Background: an optimization exercise with open tools, aiming at small area, a short achievable clock period and few clock cycles per item. Do not read the settings as production practice.
Function was checked by simulation only, so behaviour that the tests miss may differ from the original.
Power figures rest on the tool's default switching activity, not on a simulated workload.

run a:
Design exec_unit, start of the top module:
module exec_unit (
  input  logic        clk,
  input  logic        reset,
  input  logic        valid_in,
  input  logic [3:0]  Aluop,
  input  logic [1:0]  SHTOp,
  input  logic [31:0] srca,
  input  logic [31:0] srcb,
  input  logic [4:0]  shamt,
  input  logic        shvar,
  input  logic        mfhi,
  input  logic        mflo,
  output logic [31:0] result,
  output logic        valid_out,
  output logic        overflow,
  output logic        busy,
  output logic [31:0] hi,
  output logic [31:0] lo
);
Settings: LEC_CHECK=0, CAP_MARGIN=20, CORE_MARGIN=2, CORE_UTILIZATION=40, SETUP_SLACK_MARGIN=2.5, SLEW_MARGIN=20; clock period 8.0 ns.
standard.sh (not shown) runs the stock make flow with config.mk's settings and CLKGATE_MAP_FILE= SYNTH_SCRIPT=/design/flow/synth_recipe.tcl, a recipe that flattens the netlist after the stock synthesis.
==> flow/flow/run.sh <==
#!/bin/bash
# The standard layout, with the ports buffered by sky130_fd_sc_hd__buf_2 rather
# than the cell buffer_ports picks by default (a clock delay buffer). The full
# output of the flow goes to flow_standard.log in this folder; ORFS's own
# per-step logs are under orfs/logs/.
set -euo pipefail
bash standard.sh "BUFFER_PORTS_ARGS=-buffer_cell sky130_fd_sc_hd__buf_2" finish > flow_standard.log 2>&1
Testbench counts of run a, summed over its fixed seeds: cycles 5,965, ops 3,216.
### run a -> run b
diff --git a/flow/config.mk b/flow/config.mk
--- a/flow/config.mk
+++ b/flow/config.mk
@@ -11 +11 @@
-export SETUP_SLACK_MARGIN = 2.5
+export SETUP_SLACK_MARGIN = 2.3
@@ -12,0 +13 @@
+export TNS_END_PERCENT = 5
==> run notes <==
Where worst slew margin relative to its limit is concerned, run a is better than run b. Diff run a -> run b: die height ~0 delta, worst hold slack -0.0088 ns, utilization -1.9 points, post-route clock period utilization +3.0 points. Compared to run a, run b has final cell count without fillers 63 lower.


Another version of the RTL of exec_unit (not shown whole).
Size: about 4000 cells after synthesis, about 180 I/O pins, ~0.031 mm^2 of cells after synthesis.
==> flow/design.v (excerpt) <==
module exec_unit (
  input  logic        clk,
  input  logic        reset,
  input  logic        valid_in,
  input  logic [3:0]  Aluop,
  input  logic [1:0]  SHTOp,
  input  logic [31:0] srca,
  input  logic [31:0] srcb,
  input  logic [4:0]  shamt,
  input  logic        shvar,
  input  logic        mfhi,
  input  logic        mflo,
  output logic [31:0] result,
  output logic        valid_out,
  output logic        overflow,
  output logic        busy,
  output logic [31:0] hi,
  output logic [31:0] lo
);
  localparam logic [3:0] OP_ADDU = 4'b0000;
  localparam logic [3:0] OP_ADD  = 4'b0001;
  localparam logic [3:0] OP_SUBU = 4'b0010;
  localparam logic [3:0] OP_SUB  = 4'b0011;
  localparam logic [3:0] OP_AND  = 4'b0100;
  localparam logic [3:0] OP_OR   = 4'b0101;
  localparam logic [3:0] OP_NOR  = 4'b0110;
  localparam logic [3:0] OP_XOR  = 4'b0111;
  localparam logic [3:0] OP_SLTU = 4'b1000;
  localparam logic [3:0] OP_SLT  = 4'b1001;
  localparam logic [3:0] OP_MULT = 4'b1010;
  localparam logic [3:0] OP_MULU = 4'b1011;
  localparam logic [3:0] OP_DIV  = 4'b1100;
  localparam logic [3:0] OP_DIVU = 4'b1101;
  localparam logic [3:0] OP_LUI  = 4'b1110;
  localparam logic [1:0] SH_SLL = 2'b01;
  localparam logic [1:0] SH_SRL = 2'b10;
  localparam logic [1:0] SH_SRA = 2'b11;
  typedef enum logic [2:0] {S_IDLE, S_MUL, S_DSET, S_DIV, S_FIX} state_t;
  state_t      r_state;
  logic [31:0] r_result;
  logic        r_valid_out;
  logic        r_overflow;
  logic        r_busy;
  logic [31:0] r_hi;
  logic [31:0] r_lo;
  logic        r_neg_q;      
  ...
clock: 8.0 ns
lec_check: 0
cap_margin: 20
core_margin: 2
core_utilization: 40
setup_slack_margin: 3.0
slew_margin: 20
tns_end_percent: 5
run.sh (not shown) runs the stock make flow with config.mk's settings and CLKGATE_MAP_FILE= SYNTH_SCRIPT=/design/flow/synth_recipe.tcl, a recipe that flattens the netlist after the stock synthesis.
Stock flow here: none of the scripts above is used.
The baseline finished with slew limit left.
Testbench counts at the start, summed over its fixed seeds: cycles 5,965, ops 3,216.
==> next run, changes <==
==> flow/flow/run.sh (new file) <==
#!/bin/bash
# The standard layout, with the ports buffered by sky130_fd_sc_hd__buf_2 rather
# than the cell buffer_ports picks by default (a clock delay buffer). The full
# output of the flow goes to flow_standard.log in this folder; ORFS's own
# per-step logs are under orfs/logs/.
set -euo pipefail
bash standard.sh "BUFFER_PORTS_ARGS=-buffer_cell sky130_fd_sc_hd__buf_2" finish > flow_standard.log 2>&1
==> flow/standard.sh (new file) <==
#!/bin/bash
# synth_recipe.tcl (not shown) runs the flow's synth.tcl, then flattens the netlist and writes it again
# the make line also repeats each setting of config.mk as NAME=value (left out here)
make -C /OpenROAD-flow-scripts/flow DESIGN_CONFIG=/design/flow/config.mk WORK_HOME=/design/flow/orfs CLKGATE_MAP_FILE= SYNTH_SCRIPT=/design/flow/synth_recipe.tcl "${@:-finish}"
--- a/flow/config.mk
+++ b/flow/config.mk
@@ -9,5 +9,4 @@
 export CORE_MARGIN = 2
 export CORE_UTILIZATION = 40
-export SETUP_SLACK_MARGIN = 3.0
+export SETUP_SLACK_MARGIN = 2.5
 export SLEW_MARGIN = 20
-export TNS_END_PERCENT = 5
removed: flow/run.sh
Effect: The new run finished with timing, DRC and antenna clean; sequential cell count stays the same; setup slack gets better by 0.15 ns; clock-buffer cell count stays the same; fmax rose by 2.7%; power is about the same; clock skew fell by 0.0049 ns; final cell count fell by 0.31%; non-clock buffer count fell by 16; sequential power is about the same; design area fell by 2.3%.


## onyx
Starting RTL as in the previous note.
clock: 8.0 ns
lec_check: 0
cap_margin: 20
core_margin: 2
core_utilization: 40
setup_slack_margin: 2.5
slew_margin: 20
tns_end_percent: 5
Stock flow here: none of the scripts above is used.
Testbench counts of onyx, summed over its fixed seeds: cycles 5,965, ops 3,216.
Input changes introduced in tundra (baseline for comparison: onyx):
# onyx
export LEC_CHECK = 0
export CAP_MARGIN = 20
export CORE_MARGIN = 2
export CORE_UTILIZATION = 40
export SETUP_SLACK_MARGIN = 2.5
export SLEW_MARGIN = 20
export TNS_END_PERCENT = 5
create_clock -name core_clock -period 8.0 [get_ports {clk}]
# tundra
export LEC_CHECK = 0
export CAP_MARGIN = 20
export CORE_MARGIN = 2
export CORE_UTILIZATION = 40
export SETUP_SLACK_MARGIN = 2.5
export SLEW_MARGIN = 20
create_clock -name core_clock -period 8.0 [get_ports {clk}]
- tundra reached the final stage; the timing, design-rule and antenna checks on its layout passed.
- Cell area (tundra vs. onyx) increases slightly
- Comparing tundra against onyx, there is no change at all in synthesized area.
- Going from onyx to tundra, final cell count without fillers grew slightly.
- Of the two values seen for slowest stage cell on the critical path, sky130_fd_sc_hd__edfxtp_1 was produced by tundra and sky130_fd_sc_hd__fa_1 by onyx.
- Of the two values seen for capturing element of the worst setup path, r_hi[23] was produced by tundra and r_hi[1] by onyx.
- Re boundary pin count: no difference whatsoever between onyx and tundra.

-- separate check: timing with driven ports --
No port has a modelled driver above. Below, the same layouts with a new extraction and two added sets of constraints.
Step 1, drivers: a clkbuf_16 drives clk and a buf_2 each remaining input, both assumed.
Step 2 adds t to the input delays and takes it off the output delays; t is the mean of the earliest and latest rising clock arrival at the registers after step 1. Input paths then give back, and output paths get back, about the clock's delay inside the block.
Three values: ideal, step 1, step 2; two values: the first two.
| run | t (ns) | setup WS [ns] | slew at the worst register clock pin (ns) |
|---|---|---|---|
| run a | 0.589 | 2.420 / 2.468 / 1.879 | 0.09 / 0.09 |
| run b | 0.584 | 2.178 / 2.178 / 1.818 | 0.09 / 0.09 |
| the first run of note 2 | 0.579 | 2.255 / 2.289 / 1.713 | 0.09 / 0.09 |
| the second run of note 2 | 0.568 | 2.405 / 2.405 / 1.966 | 0.09 / 0.09 |
| onyx | 0.581 | 2.320 / 2.320 / 1.825 | 0.09 / 0.09 |
| tundra | 0.584 | 2.323 / 2.323 / 2.017 | 0.09 / 0.09 |
For the first run of note 2, which loses most, drivers alone change the setup slack by +0.034 ns; drivers and shift together by -0.542 ns.
